Background: an optimization exercise with open tools, aiming at small area, a short achievable clock period and few clock cycles. Do not read the settings as production practice.
Function was not checked in any run shown here: the RTL went through the layout flow alone.
Power is estimated from default activity; no workload was simulated.

==> flow/design.v (outline; a module is shown in full before it is edited, if it fits) <==
// module csc_apb_regs: 50 lines
// module csc_sequencer: 91 lines
// module chroma_upsampler: 83 lines
// module fir_a: 292 lines
// module fir_b: 4 lines
// module rgb_matrix: 80 lines
// module pix_s0: 748 lines
// module pix_s1: 86 lines
// module csc_top: 81 lines
// module csc_chip: 35 lines
module csc_chip (
	input logic CLOCK_50_I,
	input logic resetn,
	input logic psel,
	input logic penable,
	input logic pwrite,
	input logic [7:0] paddr,
	input logic [31:0] pwdata,
	output logic [31:0] prdata,
	output logic pready,
	output logic pslverr,
	output logic mem_en,
	output logic mem_we,
	output logic [17:0] mem_addr,
	output logic [15:0] mem_wdata,
	input logic [15:0] mem_rdata
);
  // ...
==> flow/run.sh <==
#!/bin/bash
# synth_recipe.tcl (not shown) runs the flow's synth.tcl, then flattens the netlist and writes it again
# the make line also repeats each setting of config.mk as NAME=value (left out here)
make -C /OpenROAD-flow-scripts/flow DESIGN_CONFIG=/design/flow/config.mk WORK_HOME=/design/flow/orfs CLKGATE_MAP_FILE= SYNTH_SCRIPT=/design/flow/synth_recipe.tcl finish
==> flow/config.mk <==
export PLATFORM = sky130hd
export DESIGN_NAME = csc_chip
export DESIGN_NICKNAME = csc_chip
export VERILOG_FILES = /design/flow/design.v
export SDC_FILE = /design/flow/constraint.sdc
export NUM_CORES = 4
export LEC_CHECK = 0
export CAP_MARGIN = 20
export CORE_MARGIN = 2
export CORE_UTILIZATION = 65
export PLACE_DENSITY = 0.75
export SETUP_SLACK_MARGIN = 5
export SLEW_MARGIN = 20
==> flow/constraint.sdc <==
create_clock -name core_clock -period 10.0 [get_ports {CLOCK_50_I}]
set_input_delay 2.0000 -clock core_clock [delete_from_list [all_inputs] [get_ports {CLOCK_50_I}]]
set_output_delay 2.0000 -clock core_clock [all_outputs]
set_load 0.01 [all_outputs]
==> out/results.env, run 1 <==
CLK-INSERTION-DELAY-LATE_PS=580
SETUP_REPAIR_AFTER_GLOBAL_ROUTING_MISSED_ITS_MARGIN='false'
RUN_STATUS='complete, no violations'
FINAL-NONCLK-BUF-SHARE=0.03721
SEQ_CELLS=361
COMB_POWER_SHARE=0.449
DR_WL_MET2_UM=24100
ROUTED-WL-MET3_UM=3036
FINALNETCOUNT=2750
PLACEMENT.IO_BUFFERS=78
CRIT_BUF_INV=4
WORST-ENDPOINT-ARRIVAL_PS=5210
FLOORPLAN.DIE.WIDTH_UM=193.3
MAXUSEDROUTINGLAYER='met4'
WORST_R2R_PATH_DEPTH=16
SYN-INSTANCE-COUNT=2215
POSTSYNTHAREAPERCELL_UM2=10.51
FIN_SKEW_PS=30.98
CRIT_PATH_START_KIND='flop'
SYNTH_TOP_AREA_FRAC=0.2064
N_ANTENNA_CELL=0
ANTENNA_FOUND_INITIAL=0
PATH_CLASS='flop to flop'
GLOBALROUTEMET2UTIL=0.4558
FIRST_PASS_GRT_WIRE_LENGTH_UM=82630
POWER_SWITCHING_SHARE=0.3757
SYNTHMUXAREASHARE=0.04702
PWR.GROUP.CLOCK_mW=1.44
MAX-VDD-IR-DROP_uV=240.9
TAPCELLCOUNT=461
FINALPOWER_mW=6.091
GPL.FINAL_WEIGHTED_CONGESTION=0.8996
SEQCELLAREA_MM2=0.008925
POWER_DENSITY_mW_PER_MM2=235.9
==> module chroma_upsampler, before the edit <==
module chroma_upsampler (
	input logic CLOCK_50_I,
	input logic [15:0] mem_rdata,
	input logic [9:0] ph,
	input logic edge_first,
	input logic edge_b38,
	input logic edge_last,
	output logic [7:0] u_in,  
	output logic [9:0] u3_in,  
	output logic [7:0] v_in,
	output logic [7:0] xm_in,  
	output logic [7:0] vr_in,  
	output logic [7:0] ub_in  
);
	logic [6:0][7:0] wu, wv;
	logic [5:0][7:0] w;  
	logic [7:0] t0, t1, t2, t3, t4, t5;
	logic [8:0] p1, p2, p3;  
	logic [9:0] ra, rb, ra_q, rb_q;
	logic rc, rc_q;
	logic [7:0] fo;
	logic [7:0] fir_u;  
	logic [7:0] u_d, v_d;  
	logic sb_d;  
	logic odd, chv, shu, shv;
	assign shu = ph[3] || ph[5];
	assign shv = ph[0] || ph[5];
	always_ff @(posedge CLOCK_50_I) begin
		if (shu) begin
			wu[4:0] <= wu[5:1];
			wu[5] <= ph[5] ? mem_rdata[15:8] : wu[6];
		end
		if (ph[5]) wu[6] <= mem_rdata[7:0];
		if (shv) begin
			wv[4:0] <= wv[5:1];
			wv[5] <= ph[0] ? mem_rdata[15:8] : wv[6];
		end
		if (ph[0]) wv[6] <= mem_rdata[7:0];
	end
	always_ff @(posedge CLOCK_50_I) begin
		odd <= ph[2] || ph[3];
		chv <= ph[3] || ph[8];
	end
	assign w = chv ? wv[5:0] : wu[5:0];
	assign t0 = edge_first ? (odd ? w[1] : w[2]) : w[0];
	assign t1 = (edge_first && !odd) ? w[2] : w[1];
	assign t2 = w[2];
	assign t3 = (edge_last && odd) ? w[2] : w[3];
	assign t4 = edge_last ? (odd ? w[2] : w[3]) : w[4];
	assign t5 = edge_last ? (odd ? w[2] : w[3]) : ((edge_b38 && odd) ? w[4] : w[5]);
	always_ff @(posedge CLOCK_50_I) begin
		p1 <= {1'b0, t0} + {1'b0, t5};
		p2 <= {1'b0, t1} + {1'b0, t4};
		p3 <= {1'b0, t2} + {1'b0, t3};
		ra_q <= ra;
		rb_q <= rb;
		rc_q <= rc;
		if (ph[5] || ph[7]) fir_u <= fo;
		u_in <= u_d;
		u3_in <= {2'b00, u_d} + {1'b0, u_d, 1'b0};
		v_in <= v_d;
		xm_in <= sb_d ? u_d : v_d;
		vr_in <= sb_d ? 8'd0 : v_d;
		ub_in <= sb_d ? u_d : 8'd0;
	end
	assign u_d = (ph[9] || ph[4]) ? wu[1] : ((ph[1] || ph[6]) ? fir_u : u_in);
	assign v_d = (ph[9] || ph[4]) ? wv[2] : ((ph[1] || ph[6]) ? fo : v_in);
	assign sb_d = ph[0] || ph[2] || ph[5] || ph[7];
	fir_a u_fa (
		.s1(p1),
		.s2(p2),
		.s3(p3),
		.ra(ra),
		.rb(rb),
		.rc(rc)
	);
	fir_b u_fb (
		.ra(ra_q),
		.rb(rb_q),
		.rc(rc_q),
		.o(fo)
	);
endmodule
==> module rgb_matrix, before the edit <==
module rgb_matrix (
	input logic CLOCK_50_I,
	input logic [15:0] mem_rdata,
	input logic [9:0] ph,
	input logic [7:0] u_in,  
	input logic [7:0] v_in,
	input logic [9:0] u3_in,  
	input logic [7:0] xm_in,  
	input logic [7:0] vr_in,
	input logic [7:0] ub_in,
	output logic [15:0] mem_wdata
);
	logic [15:0] yw;  
	logic sb, sb2;  
	logic [7:0] xm2, vr2, ub2;
	logic [9:0] u32;
	logic [7:0] y2, u2, v2;
	logic [4:0] cx, cx2;
	logic [4:0] cg, cg2;
	logic [5:0] mx, mg, mx2, mg2;
	logic [11:0] hx, hg;
	logic [7:0] xo, go;
	logic [7:0] b0_q;
	logic sel1, sel2;  
	pix_s0 u_s0 (
		.y(yw[15:8]),
		.u(u_in),
		.v(v_in),
		.xm(xm_in),
		.vr(vr_in),
		.ub(ub_in),
		.sbk(sb),
		.u3(u3_in),
		.cox(cx),
		.mx(mx),
		.cog(cg),
		.mg(mg)
	);
	pix_s1 u_s1 (
		.y(y2),
		.u(u2),
		.v(v2),
		.xm(xm2),
		.vr(vr2),
		.ub(ub2),
		.sbk(sb2),
		.u3(u32),
		.cix(cx2),
		.mix(mx2),
		.mx(hx),
		.ox(xo),
		.cig(cg2),
		.mig(mg2),
		.mg(hg),
		.og(go)
	);
	always_ff @(posedge CLOCK_50_I) begin
		if (ph[3] || ph[8]) yw <= mem_rdata;
		if (ph[1] || ph[6]) yw[15:8] <= yw[7:0];
		sb <= ph[0] || ph[2] || ph[5] || ph[7];
		y2 <= yw[15:8];
		u2 <= u_in;
		v2 <= v_in;
		sb2 <= sb;
		xm2 <= xm_in;
		vr2 <= vr_in;
		ub2 <= ub_in;
		u32 <= u3_in;
		cx2 <= cx;
		cg2 <= cg;
		mx2 <= mx;
		mg2 <= mg;
		if (ph[2] || ph[7]) b0_q <= xo;
		sel1 <= ph[2] || ph[7];
		sel2 <= ph[3] || ph[8];
		if (sel1) mem_wdata <= {b0_q, xo};
		else if (sel2) mem_wdata <= {go, xo};
		else mem_wdata <= {xo, go};
	end
endmodule
==> module pix_s1, before the edit <==
module pix_s1 (input [7:0] y, input [7:0] u, input [7:0] v, input [7:0] xm, input [7:0] vr, input [7:0] ub, input sbk, input [9:0] u3, input [4:0] cix, input [5:0] mix, output [11:0] mx, output [7:0] ox, input [4:0] cig, input [5:0] mig, output [11:0] mg, output [7:0] og);
wire s1_s1;
wire s1_c2;
wire s1_s3;
wire s1_c4;
wire s1_s5;
wire s1_c6;
wire s1_s7;
wire s1_c8;
wire s1_s9;
wire s1_c10;
wire s1_s11;
wire s1_c12;
wire s1_s13;
wire s1_c14;
wire s1_s15;
wire s1_c16;
wire s1_s17;
wire s1_c18;
wire s1_s19;
wire s1_c20;
wire s1_s21;
wire s1_c22;
wire s1_s23;
wire s1_c24;
wire s1_s25;
wire s1_c26;
wire s1_s27;
wire s1_c28;
wire s1_s29;
wire s1_c30;
wire s1_s31;
wire s1_c32;
wire s1_s33;
wire s1_c34;
wire s1_s35;
wire s1_c36;
assign s1_s1 = y[6] ^ ~vr[7] ^ xm[5];
assign s1_c2 = (y[6] & ~vr[7]) | (xm[5] & (y[6] ^ ~vr[7]));
assign s1_s3 = sbk ^ cix[0];
assign s1_c4 = sbk & cix[0];
assign s1_s5 = s1_s1 ^ s1_s3 ^ cix[1];
assign s1_c6 = (s1_s1 & s1_s3) | (cix[1] & (s1_s1 ^ s1_s3));
assign s1_s7 = s1_c2 ^ s1_c4 ^ y[7];
assign s1_c8 = (s1_c2 & s1_c4) | (y[7] & (s1_c2 ^ s1_c4));
assign s1_s9 = s1_s5 ^ cix[2];
assign s1_c10 = s1_s5 & cix[2];
assign s1_s11 = s1_c6 ^ s1_s7 ^ xm[6];
assign s1_c12 = (s1_c6 & s1_s7) | (xm[6] & (s1_c6 ^ s1_s7));
assign s1_s13 = s1_s9 ^ cix[3];
assign s1_c14 = s1_s9 & cix[3];
assign s1_s15 = s1_c10 ^ s1_s11 ^ ~sbk;
assign s1_c16 = (s1_c10 & s1_s11) | (~sbk & (s1_c10 ^ s1_s11));
assign s1_s17 = s1_c12 ^ s1_c8 ^ xm[7];
assign s1_c18 = (s1_c12 & s1_c8) | (xm[7] & (s1_c12 ^ s1_c8));
assign s1_s19 = y[6] ^ ~u3[9] ^ ~v[6];
assign s1_c20 = (y[6] & ~u3[9]) | (~v[6] & (y[6] ^ ~u3[9]));
assign s1_s21 = 1'b1 ^ cig[0];
assign s1_c22 = 1'b1 & cig[0];
assign s1_s23 = s1_s19 ^ s1_s21 ^ cig[1];
assign s1_c24 = (s1_s19 & s1_s21) | (cig[1] & (s1_s19 ^ s1_s21));
assign s1_s25 = s1_c20 ^ s1_c22 ^ y[7];
assign s1_c26 = (s1_c20 & s1_c22) | (y[7] & (s1_c20 ^ s1_c22));
assign s1_s27 = s1_s23 ^ cig[2];
assign s1_c28 = s1_s23 & cig[2];
assign s1_s29 = s1_c24 ^ s1_s25 ^ ~v[7];
assign s1_c30 = (s1_c24 & s1_s25) | (~v[7] & (s1_c24 ^ s1_s25));
assign s1_s31 = s1_s27 ^ cig[3];
assign s1_c32 = s1_s27 & cig[3];
assign s1_s33 = s1_c28 ^ s1_s29 ^ 1'b1;
assign s1_c34 = (s1_c28 & s1_s29) | (1'b1 & (s1_c28 ^ s1_s29));
assign s1_s35 = s1_c30 ^ s1_c26;
assign s1_c36 = s1_c30 & s1_c26;
wire [5:0] xa = {1'b1, 1'b1, s1_c18, s1_c16, s1_c14, s1_s13};
wire [5:0] xb = {1'b0, 1'b0, 1'b1, s1_s17, s1_s15, cix[4]};
wire [6:0] xt = xa + xb;
assign mx[11:6] = xt[5:0];
assign mx[5:0] = mix;
wire [5:0] ga = {1'b1, 1'b1, s1_c36, s1_c34, s1_c32, s1_s31};
wire [5:0] gb = {1'b0, 1'b0, 1'b1, s1_s35, s1_s33, cig[4]};
wire [6:0] gt = ga + gb;
assign mg[11:6] = gt[5:0];
assign mg[5:0] = mig;
assign ox = mx[11] ? 8'd0 : (|mx[10:8]) ? 8'd255 : mx[7:0];
assign og = mg[11] ? 8'd0 : (|mg[10:8]) ? 8'd255 : mg[7:0];
endmodule
==> module csc_top, before the edit <==
module csc_top (
	input logic CLOCK_50_I,
	input logic resetn,
	input logic psel,
	input logic penable,
	input logic pwrite,
	input logic [7:0] paddr,
	input logic [31:0] pwdata,
	output logic [31:0] prdata,
	output logic pready,
	output logic pslverr,
	output logic mem_en,
	output logic mem_we,
	output logic [17:0] mem_addr,
	output logic [15:0] mem_wdata,
	input logic [15:0] mem_rdata
);
	logic start, run_end, pair_inc;
	logic [13:0] pairs;
	logic [9:0] ph;
	logic edge_first, edge_b38, edge_last;
	logic [7:0] u_in, v_in, xm_in, vr_in, ub_in;
	logic [9:0] u3_in;
	csc_apb_regs u_regs (
		.CLOCK_50_I(CLOCK_50_I),
		.resetn(resetn),
		.psel(psel),
		.penable(penable),
		.pwrite(pwrite),
		.paddr(paddr),
		.pwdata(pwdata),
		.prdata(prdata),
		.pready(pready),
		.pslverr(pslverr),
		.run_end(run_end),
		.pair_inc(pair_inc),
		.start(start),
		.pairs(pairs)
	);
	csc_sequencer u_seq (
		.CLOCK_50_I(CLOCK_50_I),
		.resetn(resetn),
		.start(start),
		.pairs(pairs),
		.pair_inc(pair_inc),
		.run_end(run_end),
		.mem_en(mem_en),
		.mem_we(mem_we),
		.mem_addr(mem_addr),
		.ph(ph),
		.edge_first(edge_first),
		.edge_b38(edge_b38),
		.edge_last(edge_last)
	);
	chroma_upsampler u_ups (
		.CLOCK_50_I(CLOCK_50_I),
		.mem_rdata(mem_rdata),
		.ph(ph),
		.edge_first(edge_first),
		.edge_b38(edge_b38),
		.edge_last(edge_last),
		.u_in(u_in),
		.u3_in(u3_in),
		.v_in(v_in),
		.xm_in(xm_in),
		.vr_in(vr_in),
		.ub_in(ub_in)
	);
	rgb_matrix u_mat (
		.CLOCK_50_I(CLOCK_50_I),
		.mem_rdata(mem_rdata),
		.ph(ph),
		.u_in(u_in),
		.u3_in(u3_in),
		.v_in(v_in),
		.xm_in(xm_in),
		.vr_in(vr_in),
		.ub_in(ub_in),
		.mem_wdata(mem_wdata)
	);
endmodule
==> inputs of run 2 (changes only) <==
--- a/flow/design.v
+++ b/flow/design.v
@@ -152,17 +152,16 @@
 module chroma_upsampler (
 	input logic CLOCK_50_I,
 	input logic [15:0] mem_rdata,
 	input logic [9:0] ph,
 	input logic edge_first,
 	input logic edge_b38,
 	input logic edge_last,
 	output logic [7:0] u_in,  
-	output logic [9:0] u3_in,  
 	output logic [7:0] v_in,
 	output logic [7:0] xm_in,  
 	output logic [7:0] vr_in,  
 	output logic [7:0] ub_in  
 );
 	logic [6:0][7:0] wu, wv;
 	logic [5:0][7:0] w;  
 	logic [7:0] t0, t1, t2, t3, t4, t5;
@@ -203,17 +202,16 @@
 		p1 <= {1'b0, t0} + {1'b0, t5};
 		p2 <= {1'b0, t1} + {1'b0, t4};
 		p3 <= {1'b0, t2} + {1'b0, t3};
 		ra_q <= ra;
 		rb_q <= rb;
 		rc_q <= rc;
 		if (ph[5] || ph[7]) fir_u <= fo;
 		u_in <= u_d;
-		u3_in <= {2'b00, u_d} + {1'b0, u_d, 1'b0};
 		v_in <= v_d;
 		xm_in <= sb_d ? u_d : v_d;
 		vr_in <= sb_d ? 8'd0 : v_d;
 		ub_in <= sb_d ? u_d : 8'd0;
 	end
 	assign u_d = (ph[9] || ph[4]) ? wu[1] : ((ph[1] || ph[6]) ? fir_u : u_in);
 	assign v_d = (ph[9] || ph[4]) ? wv[2] : ((ph[1] || ph[6]) ? fo : v_in);
 	assign sb_d = ph[0] || ph[2] || ph[5] || ph[7];
@@ -530,57 +528,53 @@
 endmodule
 `timescale 1ns/1ns
 module rgb_matrix (
 	input logic CLOCK_50_I,
 	input logic [15:0] mem_rdata,
 	input logic [9:0] ph,
 	input logic [7:0] u_in,  
 	input logic [7:0] v_in,
-	input logic [9:0] u3_in,  
 	input logic [7:0] xm_in,  
 	input logic [7:0] vr_in,
 	input logic [7:0] ub_in,
 	output logic [15:0] mem_wdata
 );
 	logic [15:0] yw;  
 	logic sb, sb2;  
 	logic [7:0] xm2, vr2, ub2;
-	logic [9:0] u32;
 	logic [7:0] y2, u2, v2;
 	logic [4:0] cx, cx2;
-	logic [4:0] cg, cg2;
+	logic [5:0] cg, cg2;
 	logic [5:0] mx, mg, mx2, mg2;
 	logic [11:0] hx, hg;
 	logic [7:0] xo, go;
 	logic [7:0] b0_q;
 	logic sel1, sel2;  
 	pix_s0 u_s0 (
 		.y(yw[15:8]),
 		.u(u_in),
 		.v(v_in),
 		.xm(xm_in),
 		.vr(vr_in),
 		.ub(ub_in),
 		.sbk(sb),
-		.u3(u3_in),
 		.cox(cx),
 		.mx(mx),
 		.cog(cg),
 		.mg(mg)
 	);
 	pix_s1 u_s1 (
 		.y(y2),
 		.u(u2),
 		.v(v2),
 		.xm(xm2),
 		.vr(vr2),
 		.ub(ub2),
 		.sbk(sb2),
-		.u3(u32),
 		.cix(cx2),
 		.mix(mx2),
 		.mx(hx),
 		.ox(xo),
 		.cig(cg2),
 		.mig(mg2),
 		.mg(hg),
 		.og(go)
@@ -591,30 +585,29 @@
 		sb <= ph[0] || ph[2] || ph[5] || ph[7];
 		y2 <= yw[15:8];
 		u2 <= u_in;
 		v2 <= v_in;
 		sb2 <= sb;
 		xm2 <= xm_in;
 		vr2 <= vr_in;
 		ub2 <= ub_in;
-		u32 <= u3_in;
 		cx2 <= cx;
 		cg2 <= cg;
 		mx2 <= mx;
 		mg2 <= mg;
 		if (ph[2] || ph[7]) b0_q <= xo;
 		sel1 <= ph[2] || ph[7];
 		sel2 <= ph[3] || ph[8];
 		if (sel1) mem_wdata <= {b0_q, xo};
 		else if (sel2) mem_wdata <= {go, xo};
 		else mem_wdata <= {xo, go};
 	end
 endmodule
-module pix_s0 (input [7:0] y, input [7:0] u, input [7:0] v, input [7:0] xm, input [7:0] vr, input [7:0] ub, input sbk, input [9:0] u3, output [4:0] cox, output [5:0] mx, output [4:0] cog, output [5:0] mg);
+module pix_s0 (input [7:0] y, input [7:0] u, input [7:0] v, input [7:0] xm, input [7:0] vr, input [7:0] ub, input sbk, output [4:0] cox, output [5:0] mx, output [5:0] cog, output [5:0] mg);
 wire s0_s1;
 wire s0_c2;
 wire s0_s3;
 wire s0_c4;
 wire s0_s5;
 wire s0_c6;
 wire s0_s7;
 wire s0_c8;
@@ -973,16 +966,22 @@
 wire s0_s361;
 wire s0_c362;
 wire s0_s363;
 wire s0_c364;
 wire s0_s365;
 wire s0_c366;
 wire s0_s367;
 wire s0_c368;
+wire s0_s369;
+wire s0_c370;
+wire s0_s371;
+wire s0_c372;
+wire s0_s373;
+wire s0_c374;
 assign s0_s1 = ~y[4] ^ ~xm[6];
 assign s0_c2 = ~y[4] & ~xm[6];
 assign s0_s3 = ~y[5] ^ ~xm[7] ^ vr[5];
 assign s0_c4 = (~y[5] & ~xm[7]) | (vr[5] & (~y[5] ^ ~xm[7]));
 assign s0_s5 = ~ub[5] ^ vr[3];
 assign s0_c6 = ~ub[5] & vr[3];
 assign s0_s7 = ~y[6] ^ vr[6] ^ ~ub[6];
 assign s0_c8 = (~y[6] & vr[6]) | (~ub[6] & (~y[6] ^ vr[6]));
@@ -1173,196 +1172,202 @@
 assign s0_s193 = s0_c152 ^ s0_s153 ^ s0_s107;
 assign s0_c194 = (s0_c152 & s0_s153) | (s0_s107 & (s0_c152 ^ s0_s153));
 assign s0_s195 = s0_c154 ^ s0_s155 ^ s0_s111;
 assign s0_c196 = (s0_c154 & s0_s155) | (s0_s111 & (s0_c154 ^ s0_s155));
 assign s0_s197 = s0_c156 ^ s0_s157 ^ s0_s115;
 assign s0_c198 = (s0_c156 & s0_s157) | (s0_s115 & (s0_c156 ^ s0_s157));
 assign s0_s199 = s0_c158 ^ s0_s159 ^ s0_s119;
 assign s0_c200 = (s0_c158 & s0_s159) | (s0_s119 & (s0_c158 ^ s0_s159));
-assign s0_s201 = y[4] ^ y[2];
-assign s0_c202 = y[4] & y[2];
-assign s0_s203 = y[5] ^ y[3] ^ y[1];
-assign s0_c204 = (y[5] & y[3]) | (y[1] & (y[5] ^ y[3]));
-assign s0_s205 = ~u[4] ^ ~u3[1];
-assign s0_c206 = ~u[4] & ~u3[1];
-assign s0_s207 = y[6] ^ y[4] ^ y[2];
-assign s0_c208 = (y[6] & y[4]) | (y[2] & (y[6] ^ y[4]));
-assign s0_s209 = ~u[5] ^ ~u3[2];
-assign s0_c210 = ~u[5] & ~u3[2];
-assign s0_s211 = y[7] ^ y[5] ^ y[3];
-assign s0_c212 = (y[7] & y[5]) | (y[3] & (y[7] ^ y[5]));
-assign s0_s213 = y[0] ^ ~u[6] ^ ~u3[3];
-assign s0_c214 = (y[0] & ~u[6]) | (~u3[3] & (y[0] ^ ~u[6]));
-assign s0_s215 = ~v[4] ^ v[2];
-assign s0_c216 = ~v[4] & v[2];
-assign s0_s217 = y[6] ^ y[4] ^ y[1];
-assign s0_c218 = (y[6] & y[4]) | (y[1] & (y[6] ^ y[4]));
-assign s0_s219 = ~u[7] ^ ~u3[4] ^ ~v[5];
-assign s0_c220 = (~u[7] & ~u3[4]) | (~v[5] & (~u[7] ^ ~u3[4]));
-assign s0_s221 = v[3] ^ ~v[1];
-assign s0_c222 = v[3] & ~v[1];
-assign s0_s223 = y[7] ^ y[5] ^ y[2];
-assign s0_c224 = (y[7] & y[5]) | (y[2] & (y[7] ^ y[5]));
-assign s0_s225 = ~u3[5] ^ ~v[6] ^ v[4];
-assign s0_c226 = (~u3[5] & ~v[6]) | (v[4] & (~u3[5] ^ ~v[6]));
-assign s0_s227 = ~v[2] ^ 1'b1;
-assign s0_c228 = ~v[2] & 1'b1;
-assign s0_s229 = y[6] ^ y[3] ^ ~u3[6];
-assign s0_c230 = (y[6] & y[3]) | (~u3[6] & (y[6] ^ y[3]));
-assign s0_s231 = ~v[7] ^ v[5];
-assign s0_c232 = ~v[7] & v[5];
-assign s0_s233 = y[7] ^ y[4] ^ ~u3[7];
-assign s0_c234 = (y[7] & y[4]) | (~u3[7] & (y[7] ^ y[4]));
-assign s0_s235 = ~y[3] ^ ~u3[2];
-assign s0_c236 = ~y[3] & ~u3[2];
-assign s0_s237 = ~y[4] ^ ~u3[3] ^ ~v[6];
-assign s0_c238 = (~y[4] & ~u3[3]) | (~v[6] & (~y[4] ^ ~u3[3]));
-assign s0_s239 = ~y[5] ^ ~u3[4] ^ ~v[7];
-assign s0_c240 = (~y[5] & ~u3[4]) | (~v[7] & (~y[5] ^ ~u3[4]));
-assign s0_s241 = ~y[6] ^ ~u3[5];
-assign s0_c242 = ~y[6] & ~u3[5];
-assign s0_s243 = ~y[7] ^ y[0] ^ ~u3[6];
-assign s0_c244 = (~y[7] & y[0]) | (~u3[6] & (~y[7] ^ y[0]));
-assign s0_s245 = y[1] ^ ~u3[7];
-assign s0_c246 = y[1] & ~u3[7];
-assign s0_s247 = y[2] ^ y[0] ^ ~u3[8];
-assign s0_c248 = (y[2] & y[0]) | (~u3[8] & (y[2] ^ y[0]));
-assign s0_s249 = ~u[1] ^ ~v[6];
-assign s0_c250 = ~u[1] & ~v[6];
-assign s0_s251 = y[3] ^ y[1] ^ ~u3[9];
-assign s0_c252 = (y[3] & y[1]) | (~u3[9] & (y[3] ^ y[1]));
-assign s0_s253 = ~u[2] ^ ~v[7] ^ ~v[0];
-assign s0_c254 = (~u[2] & ~v[7]) | (~v[0] & (~u[2] ^ ~v[7]));
-assign s0_s255 = s0_s201 ^ y[0] ^ ~u[3];
-assign s0_c256 = (s0_s201 & y[0]) | (~u[3] & (s0_s201 ^ y[0]));
-assign s0_s257 = ~u3[0] ^ ~v[1] ^ 1'b1;
-assign s0_c258 = (~u3[0] & ~v[1]) | (1'b1 & (~u3[0] ^ ~v[1]));
-assign s0_s259 = s0_c202 ^ s0_s203 ^ s0_s205;
-assign s0_c260 = (s0_c202 & s0_s203) | (s0_s205 & (s0_c202 ^ s0_s203));
-assign s0_s261 = ~v[2] ^ v[0] ^ 1'b1;
-assign s0_c262 = (~v[2] & v[0]) | (1'b1 & (~v[2] ^ v[0]));
-assign s0_s263 = s0_c204 ^ s0_c206 ^ s0_s207;
-assign s0_c264 = (s0_c204 & s0_c206) | (s0_s207 & (s0_c204 ^ s0_c206));
-assign s0_s265 = s0_s209 ^ ~v[3] ^ v[1];
-assign s0_c266 = (s0_s209 & ~v[3]) | (v[1] & (s0_s209 ^ ~v[3]));
-assign s0_s267 = s0_c208 ^ s0_c210 ^ s0_s211;
-assign s0_c268 = (s0_c208 & s0_c210) | (s0_s211 & (s0_c208 ^ s0_c210));
-assign s0_s269 = s0_s213 ^ s0_s215 ^ ~v[0];
-assign s0_c270 = (s0_s213 & s0_s215) | (~v[0] & (s0_s213 ^ s0_s215));
-assign s0_s271 = s0_c212 ^ s0_c214 ^ s0_c216;
-assign s0_c272 = (s0_c212 & s0_c214) | (s0_c216 & (s0_c212 ^ s0_c214));
-assign s0_s273 = s0_s217 ^ s0_s219 ^ s0_s221;
-assign s0_c274 = (s0_s217 & s0_s219) | (s0_s221 & (s0_s217 ^ s0_s219));
-assign s0_s275 = s0_c218 ^ s0_c220 ^ s0_c222;
-assign s0_c276 = (s0_c218 & s0_c220) | (s0_c222 & (s0_c218 ^ s0_c220));
-assign s0_s277 = s0_s223 ^ s0_s225 ^ s0_s227;
-assign s0_c278 = (s0_s223 & s0_s225) | (s0_s227 & (s0_s223 ^ s0_s225));
-assign s0_s279 = s0_c224 ^ s0_c226 ^ s0_c228;
-assign s0_c280 = (s0_c224 & s0_c226) | (s0_c228 & (s0_c224 ^ s0_c226));
-assign s0_s281 = s0_s229 ^ s0_s231 ^ ~v[3];
-assign s0_c282 = (s0_s229 & s0_s231) | (~v[3] & (s0_s229 ^ s0_s231));
-assign s0_s283 = s0_c230 ^ s0_c232 ^ s0_s233;
-assign s0_c284 = (s0_c230 & s0_c232) | (s0_s233 & (s0_c230 ^ s0_c232));
-assign s0_s285 = v[6] ^ ~v[4] ^ 1'b1;
-assign s0_c286 = (v[6] & ~v[4]) | (1'b1 & (v[6] ^ ~v[4]));
-assign s0_s287 = s0_c234 ^ y[5] ^ ~u3[8];
-assign s0_c288 = (s0_c234 & y[5]) | (~u3[8] & (s0_c234 ^ y[5]));
-assign s0_s289 = v[7] ^ ~v[5] ^ 1'b1;
-assign s0_c290 = (v[7] & ~v[5]) | (1'b1 & (v[7] ^ ~v[5]));
-assign s0_s291 = ~y[1] ^ ~u3[0];
-assign s0_c292 = ~y[1] & ~u3[0];
-assign s0_s293 = ~y[2] ^ ~u3[1];
-assign s0_c294 = ~y[2] & ~u3[1];
-assign s0_s295 = s0_s235 ^ ~v[5] ^ ~v[0];
-assign s0_c296 = (s0_s235 & ~v[5]) | (~v[0] & (s0_s235 ^ ~v[5]));
-assign s0_s297 = s0_c236 ^ s0_s237 ^ ~v[1];
-assign s0_c298 = (s0_c236 & s0_s237) | (~v[1] & (s0_c236 ^ s0_s237));
-assign s0_s299 = s0_c238 ^ s0_s239 ^ ~v[2];
-assign s0_c300 = (s0_c238 & s0_s239) | (~v[2] & (s0_c238 ^ s0_s239));
-assign s0_s301 = s0_c240 ^ s0_s241 ^ ~v[3];
-assign s0_c302 = (s0_c240 & s0_s241) | (~v[3] & (s0_c240 ^ s0_s241));
-assign s0_s303 = s0_c242 ^ s0_s243 ^ ~v[4];
-assign s0_c304 = (s0_c242 & s0_s243) | (~v[4] & (s0_c242 ^ s0_s243));
-assign s0_s305 = s0_c244 ^ s0_s245 ^ ~u[0];
-assign s0_c306 = (s0_c244 & s0_s245) | (~u[0] & (s0_c244 ^ s0_s245));
-assign s0_s307 = s0_c246 ^ s0_s247 ^ s0_s249;
-assign s0_c308 = (s0_c246 & s0_s247) | (s0_s249 & (s0_c246 ^ s0_s247));
-assign s0_s309 = s0_c248 ^ s0_c250 ^ s0_s251;
-assign s0_c310 = (s0_c248 & s0_c250) | (s0_s251 & (s0_c248 ^ s0_c250));
-assign s0_s311 = s0_c252 ^ s0_c254 ^ s0_s255;
-assign s0_c312 = (s0_c252 & s0_c254) | (s0_s255 & (s0_c252 ^ s0_c254));
-assign s0_s313 = s0_c256 ^ s0_c258 ^ s0_s259;
-assign s0_c314 = (s0_c256 & s0_c258) | (s0_s259 & (s0_c256 ^ s0_c258));
-assign s0_s315 = s0_c260 ^ s0_c262 ^ s0_s263;
-assign s0_c316 = (s0_c260 & s0_c262) | (s0_s263 & (s0_c260 ^ s0_c262));
-assign s0_s317 = s0_c264 ^ s0_c266 ^ s0_s267;
-assign s0_c318 = (s0_c264 & s0_c266) | (s0_s267 & (s0_c264 ^ s0_c266));
-assign s0_s319 = s0_c268 ^ s0_c270 ^ s0_s271;
-assign s0_c320 = (s0_c268 & s0_c270) | (s0_s271 & (s0_c268 ^ s0_c270));
-assign s0_s321 = s0_c272 ^ s0_c274 ^ s0_s275;
-assign s0_c322 = (s0_c272 & s0_c274) | (s0_s275 & (s0_c272 ^ s0_c274));
-assign s0_s323 = s0_c276 ^ s0_c278 ^ s0_s279;
-assign s0_c324 = (s0_c276 & s0_c278) | (s0_s279 & (s0_c276 ^ s0_c278));
-assign s0_s325 = s0_c280 ^ s0_c282 ^ s0_s283;
-assign s0_c326 = (s0_c280 & s0_c282) | (s0_s283 & (s0_c280 ^ s0_c282));
-assign s0_s327 = s0_c284 ^ s0_c286 ^ s0_s287;
-assign s0_c328 = (s0_c284 & s0_c286) | (s0_s287 & (s0_c284 ^ s0_c286));
-assign s0_s329 = ~y[0] ^ ~v[2];
-assign s0_c330 = ~y[0] & ~v[2];
-assign s0_s331 = s0_s291 ^ ~v[3] ^ 1'b1;
-assign s0_c332 = (s0_s291 & ~v[3]) | (1'b1 & (s0_s291 ^ ~v[3]));
-assign s0_s333 = s0_c292 ^ s0_s293 ^ ~v[4];
-assign s0_c334 = (s0_c292 & s0_s293) | (~v[4] & (s0_c292 ^ s0_s293));
-assign s0_s335 = s0_c294 ^ s0_s295 ^ 1'b1;
-assign s0_c336 = (s0_c294 & s0_s295) | (1'b1 & (s0_c294 ^ s0_s295));
-assign s0_s337 = s0_c296 ^ s0_s297 ^ 1'b1;
-assign s0_c338 = (s0_c296 & s0_s297) | (1'b1 & (s0_c296 ^ s0_s297));
-assign s0_s339 = s0_c298 ^ s0_s299 ^ 1'b1;
-assign s0_c340 = (s0_c298 & s0_s299) | (1'b1 & (s0_c298 ^ s0_s299));
-assign s0_s341 = s0_c300 ^ s0_s301 ^ 1'b1;
-assign s0_c342 = (s0_c300 & s0_s301) | (1'b1 & (s0_c300 ^ s0_s301));
-assign s0_s343 = s0_c302 ^ s0_s303 ^ 1'b1;
-assign s0_c344 = (s0_c302 & s0_s303) | (1'b1 & (s0_c302 ^ s0_s303));
-assign s0_s345 = s0_c304 ^ s0_s305 ^ ~v[5];
-assign s0_c346 = (s0_c304 & s0_s305) | (~v[5] & (s0_c304 ^ s0_s305));
-assign s0_s347 = s0_c306 ^ s0_s307 ^ 1'b1;
-assign s0_c348 = (s0_c306 & s0_s307) | (1'b1 & (s0_c306 ^ s0_s307));
-assign s0_s349 = s0_c308 ^ s0_s309 ^ s0_s253;
-assign s0_c350 = (s0_c308 & s0_s309) | (s0_s253 & (s0_c308 ^ s0_s309));
-assign s0_s351 = s0_c310 ^ s0_s311 ^ s0_s257;
-assign s0_c352 = (s0_c310 & s0_s311) | (s0_s257 & (s0_c310 ^ s0_s311));
-assign s0_s353 = s0_c312 ^ s0_s313 ^ s0_s261;
-assign s0_c354 = (s0_c312 & s0_s313) | (s0_s261 & (s0_c312 ^ s0_s313));
-assign s0_s355 = s0_c314 ^ s0_s315 ^ s0_s265;
-assign s0_c356 = (s0_c314 & s0_s315) | (s0_s265 & (s0_c314 ^ s0_s315));
-assign s0_s357 = s0_c316 ^ s0_s317 ^ s0_s269;
-assign s0_c358 = (s0_c316 & s0_s317) | (s0_s269 & (s0_c316 ^ s0_s317));
-assign s0_s359 = s0_c318 ^ s0_s319 ^ s0_s273;
-assign s0_c360 = (s0_c318 & s0_s319) | (s0_s273 & (s0_c318 ^ s0_s319));
-assign s0_s361 = s0_c320 ^ s0_s321 ^ s0_s277;
-assign s0_c362 = (s0_c320 & s0_s321) | (s0_s277 & (s0_c320 ^ s0_s321));
-assign s0_s363 = s0_c322 ^ s0_s323 ^ s0_s281;
-assign s0_c364 = (s0_c322 & s0_s323) | (s0_s281 & (s0_c322 ^ s0_s323));
-assign s0_s365 = s0_c324 ^ s0_s325 ^ s0_s285;
-assign s0_c366 = (s0_c324 & s0_s325) | (s0_s285 & (s0_c324 ^ s0_s325));
-assign s0_s367 = s0_c326 ^ s0_s327 ^ s0_s289;
-assign s0_c368 = (s0_c326 & s0_s327) | (s0_s289 & (s0_c326 ^ s0_s327));
+assign s0_s201 = y[7] ^ y[5];
+assign s0_c202 = y[7] & y[5];
+assign s0_s203 = y[6] ^ y[4];
+assign s0_c204 = y[6] & y[4];
+assign s0_s205 = y[7] ^ y[5];
+assign s0_c206 = y[7] & y[5];
+assign s0_s207 = y[5] ^ y[3] ^ y[1];
+assign s0_c208 = (y[5] & y[3]) | (y[1] & (y[5] ^ y[3]));
+assign s0_s209 = y[6] ^ y[4] ^ y[2];
+assign s0_c210 = (y[6] & y[4]) | (y[2] & (y[6] ^ y[4]));
+assign s0_s211 = ~u[5] ^ u[2] ^ ~u[0];
+assign s0_c212 = (~u[5] & u[2]) | (~u[0] & (~u[5] ^ u[2]));
+assign s0_s213 = s0_s201 ^ y[3] ^ y[0];
+assign s0_c214 = (s0_s201 & y[3]) | (y[0] & (s0_s201 ^ y[3]));
+assign s0_s215 = ~u[6] ^ u[3] ^ ~u[1];
+assign s0_c216 = (~u[6] & u[3]) | (~u[1] & (~u[6] ^ u[3]));
+assign s0_s217 = ~v[4] ^ v[2];
+assign s0_c218 = ~v[4] & v[2];
+assign s0_s219 = s0_c202 ^ s0_s203 ^ y[1];
+assign s0_c220 = (s0_c202 & s0_s203) | (y[1] & (s0_c202 ^ s0_s203));
+assign s0_s221 = ~u[7] ^ u[4] ^ ~u[2];
+assign s0_c222 = (~u[7] & u[4]) | (~u[2] & (~u[7] ^ u[4]));
+assign s0_s223 = ~v[5] ^ v[3] ^ ~v[1];
+assign s0_c224 = (~v[5] & v[3]) | (~v[1] & (~v[5] ^ v[3]));
+assign s0_s225 = s0_c204 ^ s0_s205 ^ y[2];
+assign s0_c226 = (s0_c204 & s0_s205) | (y[2] & (s0_c204 ^ s0_s205));
+assign s0_s227 = u[5] ^ ~u[3] ^ ~v[6];
+assign s0_c228 = (u[5] & ~u[3]) | (~v[6] & (u[5] ^ ~u[3]));
+assign s0_s229 = v[4] ^ ~v[2] ^ 1'b1;
+assign s0_c230 = (v[4] & ~v[2]) | (1'b1 & (v[4] ^ ~v[2]));
+assign s0_s231 = s0_c206 ^ y[6] ^ y[3];
+assign s0_c232 = (s0_c206 & y[6]) | (y[3] & (s0_c206 ^ y[6]));
+assign s0_s233 = u[6] ^ ~u[4] ^ ~v[7];
+assign s0_c234 = (u[6] & ~u[4]) | (~v[7] & (u[6] ^ ~u[4]));
+assign s0_s235 = v[5] ^ ~v[3];
+assign s0_c236 = v[5] & ~v[3];
+assign s0_s237 = y[7] ^ y[4] ^ u[7];
+assign s0_c238 = (y[7] & y[4]) | (u[7] & (y[7] ^ y[4]));
+assign s0_s239 = ~u[5] ^ v[6] ^ ~v[4];
+assign s0_c240 = (~u[5] & v[6]) | (~v[4] & (~u[5] ^ v[6]));
+assign s0_s241 = y[5] ^ ~u[6];
+assign s0_c242 = y[5] & ~u[6];
+assign s0_s243 = ~y[3] ^ u[2];
+assign s0_c244 = ~y[3] & u[2];
+assign s0_s245 = ~y[4] ^ u[3] ^ ~u[1];
+assign s0_c246 = (~y[4] & u[3]) | (~u[1] & (~y[4] ^ u[3]));
+assign s0_s247 = ~y[5] ^ u[4] ^ ~u[2];
+assign s0_c248 = (~y[5] & u[4]) | (~u[2] & (~y[5] ^ u[4]));
+assign s0_s249 = ~y[6] ^ u[5];
+assign s0_c250 = ~y[6] & u[5];
+assign s0_s251 = ~y[7] ^ y[0] ^ u[6];
+assign s0_c252 = (~y[7] & y[0]) | (u[6] & (~y[7] ^ y[0]));
+assign s0_s253 = y[1] ^ u[7] ^ ~u[5];
+assign s0_c254 = (y[1] & u[7]) | (~u[5] & (y[1] ^ u[7]));
+assign s0_s255 = ~u[0] ^ ~v[5];
+assign s0_c256 = ~u[0] & ~v[5];
+assign s0_s257 = y[2] ^ y[0] ^ ~u[6];
+assign s0_c258 = (y[2] & y[0]) | (~u[6] & (y[2] ^ y[0]));
+assign s0_s259 = ~u[1] ^ ~v[6] ^ 1'b1;
+assign s0_c260 = (~u[1] & ~v[6]) | (1'b1 & (~u[1] ^ ~v[6]));
+assign s0_s261 = y[3] ^ y[1] ^ ~u[7];
+assign s0_c262 = (y[3] & y[1]) | (~u[7] & (y[3] ^ y[1]));
+assign s0_s263 = ~u[2] ^ ~v[7] ^ ~v[0];
+assign s0_c264 = (~u[2] & ~v[7]) | (~v[0] & (~u[2] ^ ~v[7]));
+assign s0_s265 = y[4] ^ y[2] ^ y[0];
+assign s0_c266 = (y[4] & y[2]) | (y[0] & (y[4] ^ y[2]));
+assign s0_s267 = ~u[3] ^ u[0] ^ ~v[1];
+assign s0_c268 = (~u[3] & u[0]) | (~v[1] & (~u[3] ^ u[0]));
+assign s0_s269 = s0_s207 ^ ~u[4] ^ u[1];
+assign s0_c270 = (s0_s207 & ~u[4]) | (u[1] & (s0_s207 ^ ~u[4]));
+assign s0_s271 = ~v[2] ^ v[0] ^ 1'b1;
+assign s0_c272 = (~v[2] & v[0]) | (1'b1 & (~v[2] ^ v[0]));
+assign s0_s273 = s0_c208 ^ s0_s209 ^ s0_s211;
+assign s0_c274 = (s0_c208 & s0_s209) | (s0_s211 & (s0_c208 ^ s0_s209));
+assign s0_s275 = ~v[3] ^ v[1] ^ 1'b1;
+assign s0_c276 = (~v[3] & v[1]) | (1'b1 & (~v[3] ^ v[1]));
+assign s0_s277 = s0_c210 ^ s0_c212 ^ s0_s213;
+assign s0_c278 = (s0_c210 & s0_c212) | (s0_s213 & (s0_c210 ^ s0_c212));
+assign s0_s279 = s0_s215 ^ s0_s217 ^ ~v[0];
+assign s0_c280 = (s0_s215 & s0_s217) | (~v[0] & (s0_s215 ^ s0_s217));
+assign s0_s281 = s0_c214 ^ s0_c216 ^ s0_c218;
+assign s0_c282 = (s0_c214 & s0_c216) | (s0_c218 & (s0_c214 ^ s0_c216));
+assign s0_s283 = s0_s219 ^ s0_s221 ^ s0_s223;
+assign s0_c284 = (s0_s219 & s0_s221) | (s0_s223 & (s0_s219 ^ s0_s221));
+assign s0_s285 = s0_c220 ^ s0_c222 ^ s0_c224;
+assign s0_c286 = (s0_c220 & s0_c222) | (s0_c224 & (s0_c220 ^ s0_c222));
+assign s0_s287 = s0_s225 ^ s0_s227 ^ s0_s229;
+assign s0_c288 = (s0_s225 & s0_s227) | (s0_s229 & (s0_s225 ^ s0_s227));
+assign s0_s289 = s0_c226 ^ s0_c228 ^ s0_c230;
+assign s0_c290 = (s0_c226 & s0_c228) | (s0_c230 & (s0_c226 ^ s0_c228));
+assign s0_s291 = s0_s231 ^ s0_s233 ^ s0_s235;
+assign s0_c292 = (s0_s231 & s0_s233) | (s0_s235 & (s0_s231 ^ s0_s233));
+assign s0_s293 = s0_c232 ^ s0_c234 ^ s0_c236;
+assign s0_c294 = (s0_c232 & s0_c234) | (s0_c236 & (s0_c232 ^ s0_c234));
+assign s0_s295 = s0_s237 ^ s0_s239 ^ 1'b1;
+assign s0_c296 = (s0_s237 & s0_s239) | (1'b1 & (s0_s237 ^ s0_s239));
+assign s0_s297 = s0_c238 ^ s0_c240 ^ s0_s241;
+assign s0_c298 = (s0_c238 & s0_c240) | (s0_s241 & (s0_c238 ^ s0_c240));
+assign s0_s299 = v[7] ^ ~v[5] ^ 1'b1;
+assign s0_c300 = (v[7] & ~v[5]) | (1'b1 & (v[7] ^ ~v[5]));
+assign s0_s301 = s0_s243 ^ ~u[0];
+assign s0_c302 = s0_s243 & ~u[0];
+assign s0_s303 = s0_c244 ^ s0_s245 ^ ~v[6];
+assign s0_c304 = (s0_c244 & s0_s245) | (~v[6] & (s0_c244 ^ s0_s245));
+assign s0_s305 = s0_c246 ^ s0_s247 ^ ~v[7];
+assign s0_c306 = (s0_c246 & s0_s247) | (~v[7] & (s0_c246 ^ s0_s247));
+assign s0_s307 = s0_c248 ^ s0_s249 ^ ~u[3];
+assign s0_c308 = (s0_c248 & s0_s249) | (~u[3] & (s0_c248 ^ s0_s249));
+assign s0_s309 = s0_c250 ^ s0_s251 ^ ~u[4];
+assign s0_c310 = (s0_c250 & s0_s251) | (~u[4] & (s0_c250 ^ s0_s251));
+assign s0_s311 = s0_c252 ^ s0_s253 ^ s0_s255;
+assign s0_c312 = (s0_c252 & s0_s253) | (s0_s255 & (s0_c252 ^ s0_s253));
+assign s0_s313 = s0_c254 ^ s0_c256 ^ s0_s257;
+assign s0_c314 = (s0_c254 & s0_c256) | (s0_s257 & (s0_c254 ^ s0_c256));
+assign s0_s315 = s0_c258 ^ s0_c260 ^ s0_s261;
+assign s0_c316 = (s0_c258 & s0_c260) | (s0_s261 & (s0_c258 ^ s0_c260));
+assign s0_s317 = s0_c262 ^ s0_c264 ^ s0_s265;
+assign s0_c318 = (s0_c262 & s0_c264) | (s0_s265 & (s0_c262 ^ s0_c264));
+assign s0_s319 = s0_c266 ^ s0_c268 ^ s0_s269;
+assign s0_c320 = (s0_c266 & s0_c268) | (s0_s269 & (s0_c266 ^ s0_c268));
+assign s0_s321 = s0_c270 ^ s0_c272 ^ s0_s273;
+assign s0_c322 = (s0_c270 & s0_c272) | (s0_s273 & (s0_c270 ^ s0_c272));
+assign s0_s323 = s0_c274 ^ s0_c276 ^ s0_s277;
+assign s0_c324 = (s0_c274 & s0_c276) | (s0_s277 & (s0_c274 ^ s0_c276));
+assign s0_s325 = s0_c278 ^ s0_c280 ^ s0_s281;
+assign s0_c326 = (s0_c278 & s0_c280) | (s0_s281 & (s0_c278 ^ s0_c280));
+assign s0_s327 = s0_c282 ^ s0_c284 ^ s0_s285;
+assign s0_c328 = (s0_c282 & s0_c284) | (s0_s285 & (s0_c282 ^ s0_c284));
+assign s0_s329 = s0_c286 ^ s0_c288 ^ s0_s289;
+assign s0_c330 = (s0_c286 & s0_c288) | (s0_s289 & (s0_c286 ^ s0_c288));
+assign s0_s331 = s0_c290 ^ s0_c292 ^ s0_s293;
+assign s0_c332 = (s0_c290 & s0_c292) | (s0_s293 & (s0_c290 ^ s0_c292));
+assign s0_s333 = s0_c294 ^ s0_c296 ^ s0_s297;
+assign s0_c334 = (s0_c294 & s0_c296) | (s0_s297 & (s0_c294 ^ s0_c296));
+assign s0_s335 = ~y[0] ^ ~v[2];
+assign s0_c336 = ~y[0] & ~v[2];
+assign s0_s337 = ~y[1] ^ u[0] ^ ~v[3];
+assign s0_c338 = (~y[1] & u[0]) | (~v[3] & (~y[1] ^ u[0]));
+assign s0_s339 = ~y[2] ^ u[1] ^ ~v[4];
+assign s0_c340 = (~y[2] & u[1]) | (~v[4] & (~y[2] ^ u[1]));
+assign s0_s341 = s0_s301 ^ ~v[5] ^ ~v[0];
+assign s0_c342 = (s0_s301 & ~v[5]) | (~v[0] & (s0_s301 ^ ~v[5]));
+assign s0_s343 = s0_c302 ^ s0_s303 ^ ~v[1];
+assign s0_c344 = (s0_c302 & s0_s303) | (~v[1] & (s0_c302 ^ s0_s303));
+assign s0_s345 = s0_c304 ^ s0_s305 ^ ~v[2];
+assign s0_c346 = (s0_c304 & s0_s305) | (~v[2] & (s0_c304 ^ s0_s305));
+assign s0_s347 = s0_c306 ^ s0_s307 ^ ~v[3];
+assign s0_c348 = (s0_c306 & s0_s307) | (~v[3] & (s0_c306 ^ s0_s307));
+assign s0_s349 = s0_c308 ^ s0_s309 ^ ~v[4];
+assign s0_c350 = (s0_c308 & s0_s309) | (~v[4] & (s0_c308 ^ s0_s309));
+assign s0_s351 = s0_c310 ^ s0_s311 ^ 1'b1;
+assign s0_c352 = (s0_c310 & s0_s311) | (1'b1 & (s0_c310 ^ s0_s311));
+assign s0_s353 = s0_c312 ^ s0_s313 ^ s0_s259;
+assign s0_c354 = (s0_c312 & s0_s313) | (s0_s259 & (s0_c312 ^ s0_s313));
+assign s0_s355 = s0_c314 ^ s0_s315 ^ s0_s263;
+assign s0_c356 = (s0_c314 & s0_s315) | (s0_s263 & (s0_c314 ^ s0_s315));
+assign s0_s357 = s0_c316 ^ s0_s317 ^ s0_s267;
+assign s0_c358 = (s0_c316 & s0_s317) | (s0_s267 & (s0_c316 ^ s0_s317));
+assign s0_s359 = s0_c318 ^ s0_s319 ^ s0_s271;
+assign s0_c360 = (s0_c318 & s0_s319) | (s0_s271 & (s0_c318 ^ s0_s319));
+assign s0_s361 = s0_c320 ^ s0_s321 ^ s0_s275;
+assign s0_c362 = (s0_c320 & s0_s321) | (s0_s275 & (s0_c320 ^ s0_s321));
+assign s0_s363 = s0_c322 ^ s0_s323 ^ s0_s279;
+assign s0_c364 = (s0_c322 & s0_s323) | (s0_s279 & (s0_c322 ^ s0_s323));
+assign s0_s365 = s0_c324 ^ s0_s325 ^ s0_s283;
+assign s0_c366 = (s0_c324 & s0_s325) | (s0_s283 & (s0_c324 ^ s0_s325));
+assign s0_s367 = s0_c326 ^ s0_s327 ^ s0_s287;
+assign s0_c368 = (s0_c326 & s0_s327) | (s0_s287 & (s0_c326 ^ s0_s327));
+assign s0_s369 = s0_c328 ^ s0_s329 ^ s0_s291;
+assign s0_c370 = (s0_c328 & s0_s329) | (s0_s291 & (s0_c328 ^ s0_s329));
+assign s0_s371 = s0_c330 ^ s0_s331 ^ s0_s295;
+assign s0_c372 = (s0_c330 & s0_s331) | (s0_s295 & (s0_c330 ^ s0_s331));
+assign s0_s373 = s0_c332 ^ s0_s333 ^ s0_s299;
+assign s0_c374 = (s0_c332 & s0_s333) | (s0_s299 & (s0_c332 ^ s0_s333));
 wire [21:0] xa = {s0_c198, s0_c196, s0_c194, s0_c192, s0_c190, s0_c188, s0_c186, s0_c184, s0_c182, s0_c180, s0_c178, s0_c176, s0_c174, s0_c172, s0_c170, s0_c168, s0_c166, s0_c164, s0_c162, s0_s161, ~xm[1], ~xm[0]};
 wire [21:0] xb = {s0_s199, s0_s197, s0_s195, s0_s193, s0_s191, s0_s189, s0_s187, s0_s185, s0_s183, s0_s181, s0_s179, s0_s177, s0_s175, s0_s173, s0_s171, s0_s169, s0_s167, s0_s165, s0_s163, ~ub[0], 1'b0, 1'b1};
 wire [22:0] xt = xa + xb;
 assign mx[5:0] = xt[21:16];
-wire [21:0] ga = {s0_c366, s0_c364, s0_c362, s0_c360, s0_c358, s0_c356, s0_c354, s0_c352, s0_c350, s0_c348, s0_c346, s0_c344, s0_c342, s0_c340, s0_c338, s0_c336, s0_c334, s0_c332, s0_c330, s0_s329, ~v[1], ~v[0]};
-wire [21:0] gb = {s0_s367, s0_s365, s0_s363, s0_s361, s0_s359, s0_s357, s0_s355, s0_s353, s0_s351, s0_s349, s0_s347, s0_s345, s0_s343, s0_s341, s0_s339, s0_s337, s0_s335, s0_s333, s0_s331, 1'b1, 1'b0, 1'b1};
+wire [21:0] ga = {s0_c372, s0_c370, s0_c368, s0_c366, s0_c364, s0_c362, s0_c360, s0_c358, s0_c356, s0_c354, s0_c352, s0_c350, s0_c348, s0_c346, s0_c344, s0_c342, s0_c340, s0_c338, s0_c336, s0_s335, ~v[1], ~v[0]};
+wire [21:0] gb = {s0_s373, s0_s371, s0_s369, s0_s367, s0_s365, s0_s363, s0_s361, s0_s359, s0_s357, s0_s355, s0_s353, s0_s351, s0_s349, s0_s347, s0_s345, s0_s343, s0_s341, s0_s339, s0_s337, 1'b1, 1'b0, 1'b1};
 wire [22:0] gt = ga + gb;
 assign mg[5:0] = gt[21:16];
 assign cox = {xt[22], s0_c120, s0_c118, s0_c160, s0_c200};
-assign cog = {gt[22], s0_c290, s0_c288, s0_c328, s0_c368};
+assign cog = {gt[22], s0_c242, s0_c300, s0_c298, s0_c334, s0_c374};
 endmodule
-module pix_s1 (input [7:0] y, input [7:0] u, input [7:0] v, input [7:0] xm, input [7:0] vr, input [7:0] ub, input sbk, input [9:0] u3, input [4:0] cix, input [5:0] mix, output [11:0] mx, output [7:0] ox, input [4:0] cig, input [5:0] mig, output [11:0] mg, output [7:0] og);
+module pix_s1 (input [7:0] y, input [7:0] u, input [7:0] v, input [7:0] xm, input [7:0] vr, input [7:0] ub, input sbk, input [4:0] cix, input [5:0] mix, output [11:0] mx, output [7:0] ox, input [5:0] cig, input [5:0] mig, output [11:0] mg, output [7:0] og);
 wire s1_s1;
 wire s1_c2;
 wire s1_s3;
 wire s1_c4;
 wire s1_s5;
 wire s1_c6;
 wire s1_s7;
 wire s1_c8;
@@ -1389,16 +1394,20 @@
 wire s1_s29;
 wire s1_c30;
 wire s1_s31;
 wire s1_c32;
 wire s1_s33;
 wire s1_c34;
 wire s1_s35;
 wire s1_c36;
+wire s1_s37;
+wire s1_c38;
+wire s1_s39;
+wire s1_c40;
 assign s1_s1 = y[6] ^ ~vr[7] ^ xm[5];
 assign s1_c2 = (y[6] & ~vr[7]) | (xm[5] & (y[6] ^ ~vr[7]));
 assign s1_s3 = sbk ^ cix[0];
 assign s1_c4 = sbk & cix[0];
 assign s1_s5 = s1_s1 ^ s1_s3 ^ cix[1];
 assign s1_c6 = (s1_s1 & s1_s3) | (cix[1] & (s1_s1 ^ s1_s3));
 assign s1_s7 = s1_c2 ^ s1_c4 ^ y[7];
 assign s1_c8 = (s1_c2 & s1_c4) | (y[7] & (s1_c2 ^ s1_c4));
@@ -1407,41 +1416,45 @@
 assign s1_s11 = s1_c6 ^ s1_s7 ^ xm[6];
 assign s1_c12 = (s1_c6 & s1_s7) | (xm[6] & (s1_c6 ^ s1_s7));
 assign s1_s13 = s1_s9 ^ cix[3];
 assign s1_c14 = s1_s9 & cix[3];
 assign s1_s15 = s1_c10 ^ s1_s11 ^ ~sbk;
 assign s1_c16 = (s1_c10 & s1_s11) | (~sbk & (s1_c10 ^ s1_s11));
 assign s1_s17 = s1_c12 ^ s1_c8 ^ xm[7];
 assign s1_c18 = (s1_c12 & s1_c8) | (xm[7] & (s1_c12 ^ s1_c8));
-assign s1_s19 = y[6] ^ ~u3[9] ^ ~v[6];
-assign s1_c20 = (y[6] & ~u3[9]) | (~v[6] & (y[6] ^ ~u3[9]));
-assign s1_s21 = 1'b1 ^ cig[0];
-assign s1_c22 = 1'b1 & cig[0];
-assign s1_s23 = s1_s19 ^ s1_s21 ^ cig[1];
-assign s1_c24 = (s1_s19 & s1_s21) | (cig[1] & (s1_s19 ^ s1_s21));
-assign s1_s25 = s1_c20 ^ s1_c22 ^ y[7];
-assign s1_c26 = (s1_c20 & s1_c22) | (y[7] & (s1_c20 ^ s1_c22));
-assign s1_s27 = s1_s23 ^ cig[2];
-assign s1_c28 = s1_s23 & cig[2];
-assign s1_s29 = s1_c24 ^ s1_s25 ^ ~v[7];
-assign s1_c30 = (s1_c24 & s1_s25) | (~v[7] & (s1_c24 ^ s1_s25));
-assign s1_s31 = s1_s27 ^ cig[3];
-assign s1_c32 = s1_s27 & cig[3];
-assign s1_s33 = s1_c28 ^ s1_s29 ^ 1'b1;
-assign s1_c34 = (s1_c28 & s1_s29) | (1'b1 & (s1_c28 ^ s1_s29));
-assign s1_s35 = s1_c30 ^ s1_c26;
-assign s1_c36 = s1_c30 & s1_c26;
+assign s1_s19 = y[6] ^ ~u[7];
+assign s1_c20 = y[6] & ~u[7];
+assign s1_s21 = s1_s19 ^ ~v[6] ^ 1'b1;
+assign s1_c22 = (s1_s19 & ~v[6]) | (1'b1 & (s1_s19 ^ ~v[6]));
+assign s1_s23 = cig[0] ^ cig[1];
+assign s1_c24 = cig[0] & cig[1];
+assign s1_s25 = s1_s21 ^ s1_s23 ^ cig[2];
+assign s1_c26 = (s1_s21 & s1_s23) | (cig[2] & (s1_s21 ^ s1_s23));
+assign s1_s27 = s1_c22 ^ s1_c24 ^ s1_c20;
+assign s1_c28 = (s1_c22 & s1_c24) | (s1_c20 & (s1_c22 ^ s1_c24));
+assign s1_s29 = y[7] ^ ~v[7];
+assign s1_c30 = y[7] & ~v[7];
+assign s1_s31 = s1_s25 ^ cig[3];
+assign s1_c32 = s1_s25 & cig[3];
+assign s1_s33 = s1_c26 ^ s1_s27 ^ s1_s29;
+assign s1_c34 = (s1_c26 & s1_s27) | (s1_s29 & (s1_c26 ^ s1_s27));
+assign s1_s35 = s1_s31 ^ cig[4];
+assign s1_c36 = s1_s31 & cig[4];
+assign s1_s37 = s1_c32 ^ s1_s33 ^ 1'b1;
+assign s1_c38 = (s1_c32 & s1_s33) | (1'b1 & (s1_c32 ^ s1_s33));
+assign s1_s39 = s1_c34 ^ s1_c28 ^ s1_c30;
+assign s1_c40 = (s1_c34 & s1_c28) | (s1_c30 & (s1_c34 ^ s1_c28));
 wire [5:0] xa = {1'b1, 1'b1, s1_c18, s1_c16, s1_c14, s1_s13};
 wire [5:0] xb = {1'b0, 1'b0, 1'b1, s1_s17, s1_s15, cix[4]};
 wire [6:0] xt = xa + xb;
 assign mx[11:6] = xt[5:0];
 assign mx[5:0] = mix;
-wire [5:0] ga = {1'b1, 1'b1, s1_c36, s1_c34, s1_c32, s1_s31};
-wire [5:0] gb = {1'b0, 1'b0, 1'b1, s1_s35, s1_s33, cig[4]};
+wire [5:0] ga = {1'b1, 1'b1, s1_c40, s1_c38, s1_c36, s1_s35};
+wire [5:0] gb = {1'b0, 1'b0, 1'b1, s1_s39, s1_s37, cig[5]};
 wire [6:0] gt = ga + gb;
 assign mg[11:6] = gt[5:0];
 assign mg[5:0] = mig;
 assign ox = mx[11] ? 8'd0 : (|mx[10:8]) ? 8'd255 : mx[7:0];
 assign og = mg[11] ? 8'd0 : (|mg[10:8]) ? 8'd255 : mg[7:0];
 endmodule
 `timescale 1ns/1ns
 module csc_top (
@@ -1461,17 +1474,16 @@
 	output logic [15:0] mem_wdata,
 	input logic [15:0] mem_rdata
 );
 	logic start, run_end, pair_inc;
 	logic [13:0] pairs;
 	logic [9:0] ph;
 	logic edge_first, edge_b38, edge_last;
 	logic [7:0] u_in, v_in, xm_in, vr_in, ub_in;
-	logic [9:0] u3_in;
 	csc_apb_regs u_regs (
 		.CLOCK_50_I(CLOCK_50_I),
 		.resetn(resetn),
 		.psel(psel),
 		.penable(penable),
 		.pwrite(pwrite),
 		.paddr(paddr),
 		.pwdata(pwdata),
@@ -1501,28 +1513,26 @@
 	chroma_upsampler u_ups (
 		.CLOCK_50_I(CLOCK_50_I),
 		.mem_rdata(mem_rdata),
 		.ph(ph),
 		.edge_first(edge_first),
 		.edge_b38(edge_b38),
 		.edge_last(edge_last),
 		.u_in(u_in),
-		.u3_in(u3_in),
 		.v_in(v_in),
 		.xm_in(xm_in),
 		.vr_in(vr_in),
 		.ub_in(ub_in)
 	);
 	rgb_matrix u_mat (
 		.CLOCK_50_I(CLOCK_50_I),
 		.mem_rdata(mem_rdata),
 		.ph(ph),
 		.u_in(u_in),
-		.u3_in(u3_in),
 		.v_in(v_in),
 		.xm_in(xm_in),
 		.vr_in(vr_in),
 		.ub_in(ub_in),
 		.mem_wdata(mem_wdata)
 	);
 endmodule
 `timescale 1ns/1ns
==> run 2 against run 1 <==
  * Setup slack lost 160 ps
  * Via count fell by 0.83%
  * Register-to-register slack worse by 160 ps
  * Sequential power increased by 7%
  * Core utilization up 0.50 points
  * Critical endpoint is now u_csc.u_mat.cg2[5]$_DFF_P_
  * Largest cell class unchanged
  * Highest routed layer unchanged
==> out/results.env, run 2 <==
RUN_STATUS='complete, no violations'
DELAY_CONTRIBUTED_BY_THE_SLOWEST_STAGE_OF_THE_CRITICAL_PATH_PS=580
MAX-VDD-IR-DROP_uV=470.4  # +95%
SYNTH.TOP_CELLS.BY_AREA='sky130_fd_sc_hd__edfxtp_1, sky130_fd_sc_hd__fa_1, sky130_fd_sc_hd__dfxtp_1'
SYN-INSTANCE-COUNT=2160  # -2.5%
FINALNETCOUNT=2696  # -2.0%
OVERFLOW=0
ANTENNA_FOUND_INITIAL=0  # unchanged
DIE_H_UM=192.0
PIN_COUNT_OF_THE_BIGGEST_NET_ENTERING_GLOBAL_ROUTING=50
POSTSYNTHAREAPERCELL_UM2=10.64  # +1.2%
GPL.FINAL_WEIGHTED_CONGESTION=0.9076  # +0.89%
POST_LAYOUT_NONFILLER_INSTANCES=2732
WORST-ENDPOINT-ARRIVAL_PS=5340  # +130 ps
TIMING.CRITICAL_PATH.FANOUT_MAX=6
IOPINCOUNT=131
LAYOUT_COMMONEST_CELL='sky130_fd_sc_hd__inv_1'
SYNTH_TOP_AREA_FRAC=0.2092  # +0.002787
DIE_FOOTPRINT_MM2=0.03686
CRIT_BUF_INV=4  # unchanged
CTS.CLK_SLEW.WORST_PATHS_PS=60
WORST_SLEW_PIN_TRAN_PS=1003
PATH_CLASS='flop to flop'
RR_STARTPOINT='u_csc.u_mat.yw[13]$_DFFE_PP_'
VIAS_IN_THE_FIRST_GLOBAL_ROUTE=15520
SETUP_REPAIR_AFTER_GLOBAL_ROUTING_MISSED_ITS_MARGIN='true'
SYNTH_SEQ_AREA_SHARE=0.3815
SETUP-VIOLATIONS-FINAL=0
FIN_SKEW_PS=19.48  # -11.50 ps
DETAIL_ROUTE.VIAS_PER_CELL=5.579
CRITICAL-PATH-SLOWEST-CELL='sky130_fd_sc_hd__fa_1'
FINAL.SETUP.TNS_PS=0
DP_CELLS=2646
YS_ASYNC_SR_FRACTION=0.05382
N_ANTENNA_CELL=0  # unchanged
BIGGESTREGSBYFLOPS='u_csc.u_ups.wu: 56 flops, u_csc.u_ups.wv: 56 flops'
CLK-INSERTION-DELAY-LATE_PS=570  # about the same
SYNTH.FF_LATCH_COUNT=353
CPLARGESTDELAYFAMILY='adder cells'
POWER_DENSITY_mW_PER_MM2=302.4  # +28%
YOSYS-TOP-CELLS-COUNT='sky130_fd_sc_hd__inv_1, sky130_fd_sc_hd__fa_1, sky130_fd_sc_hd__dfxtp_1'
NUMCTSBUFFERS=38
FLOORPLAN.DIE.WIDTH_UM=192.0  # -0.65%
CLOCK_TREE_ROOT_DRIVER_CELL='sky130_fd_sc_hd__clkbuf_16'
FIRST_PASS_GRT_WIRE_LENGTH_UM=81500  # -1.4%
PLACEMENT.IO_BUFFERS=78  # unchanged
CRIT_PATH_START_KIND='flop'
FINAL-MAX-SLEW-VIOLATION-COUNT=0
CRITICAL_PATH_CELL_BY_CELL='ha_1, fa_1, inv_1, fa_1, inv_1, fa_1, inv_1, fa_1, inv_1, ha_1, and3_1, a221oi_2, nand3b_1, o21ai_2, o21ai_0, o21ai_0, nand2b_1'
run 2: changes by cell type in the layout (fill, tap and decap cells not counted), moves of 9 or more:
cell,previous run,this run
sky130_fd_sc_hd__inv_1,496,460
sky130_fd_sc_hd__ha_1,184,169
sky130_fd_sc_hd__a21oi_1,93,81
sky130_fd_sc_hd__xnor2_1,52,40
sky130_fd_sc_hd__fa_1,205,215
sky130_fd_sc_hd__o21ai_0,90,99
sky130_fd_sc_hd__o22ai_1,10,19
run 2: per-layer routing:
| layer | up-vias | global-route usage | routed length, um |
|---|---|---|---|
| met4 | 0 | 0.09483 | 1256 |
| li1 | 7195 | - | - |
| met5 | - | 0 | 0 |
| met3 | 87 | 0.04330 | 2984 |
| met2 | 440 | 0.4688 | 23960 |
| met1 | 7520 | 0.4091 | 22900 |
run 2: cell families (layout without fill, tap and decap cells):
kind of cell	count (synthesis)	in the layout	synth area share
buffers and inverters	540	638	0.09259
and+or+nand+nor	397	397	0.08573
adders and majority gates	385	385	0.2800
DFF	353	353	0.3815
AOI/OAI and AO/OA	336	336	0.09330
muxes	78	78	0.04031
xor gates and xnor gates	69	69	0.02631
other	2	21	0.0003269
run 2: repair_timing:
item / CTS / global route
setup endpoints to repair: 4 / 7
pin swaps: 0 / 1
hold buffers: 0 / 0
gates resized for setup: 3 / 5
setup buffers: 5 / 13
run 2: through the flow:
stage / utilization / cell area [um2] / total power, mW / hold WS, ps / setup WS, ps
final: 0.7345 / 25500 / 7.710 / 420.7 / 5115
after global routing: 0.7345 / 25500 / 8.509 / 422.6 / 4923
after CTS: 0.7305 / 25360 / 7.732 / 415.3 / 5057
after detailed placement: 0.6935 / 24070 / 6.271 / 406.8 / 4769
after global placement: 0.6935 / 24070 / 6.091 / 410.2 / 4892
after floorplan: - / 23040 / 5.186 / 330.8 / 5364
run 2: final cells by class:
| class | instances | area [um2] |
|---|---|---|
| sequential | 353 | 8765 |
| inverter | 467 | 1768 |
| clock buffer | 46 | 1011 |
| clock inverter | 21 | 224.0 |
| fill | 2503 | 9218 |
| timing repair buffer | 104 | 983.4 |
| multi-input combinational | 1286 | 12180 |
| tap | 455 | 569.3 |
run 2: report_power, final:
part	internal, mW	total (mW)	switching (mW)
combinational	1.85	4.26	2.41
clock	0.806	1.39	0.587
sequential	1.85	2.06	0.203
total	4.51	7.71	3.20
run 2: worst paths after layout:
check	to	slack, ps	cells past startpoint
max	u_csc.u_mat.cg2[5]$_DFF_P_	5120	17
min in group asynchronous	u_csc.u_regs.pairs[3]$_DFFE_PN0P_	1930	1
min	u_csc.u_mat.xm2[5]$_DFF_P_	420	0
max reg2reg	u_csc.u_mat.cg2[5]$_DFF_P_	5120	17
max in group asynchronous	u_csc.u_regs.pairs[5]$_DFFE_PN0P_	7530	1
min reg2reg	u_csc.u_mat.xm2[5]$_DFF_P_	420	0

port drivers added, routing unchanged:
Ports are ideal in the flow. The routed layouts listed here were re-timed in OpenROAD.
Step 1 assumes that a clkbuf_16 drives the clock port and a buf_2 every other input.
Step 2 times the ports against the registers' clock, not the clock port: input delays grow and output delays shrink by t, the midpoint of the rising clock arrivals with the driver on.
Three values: ideal ports, drivers, drivers and shift; two values: the first two.
run	shift t [ns]	setup slack, ns	latest minus earliest clock arrival (ns)	slew at the worst register clock pin (ns)
run 1	0.623	5.279 / 5.279 / 5.279	0.032 / 0.031	0.06 / 0.06
run 2	0.614	5.115 / 5.115 / 5.115	0.023 / 0.022	0.06 / 0.06
After both steps every run listed still meets setup and hold.
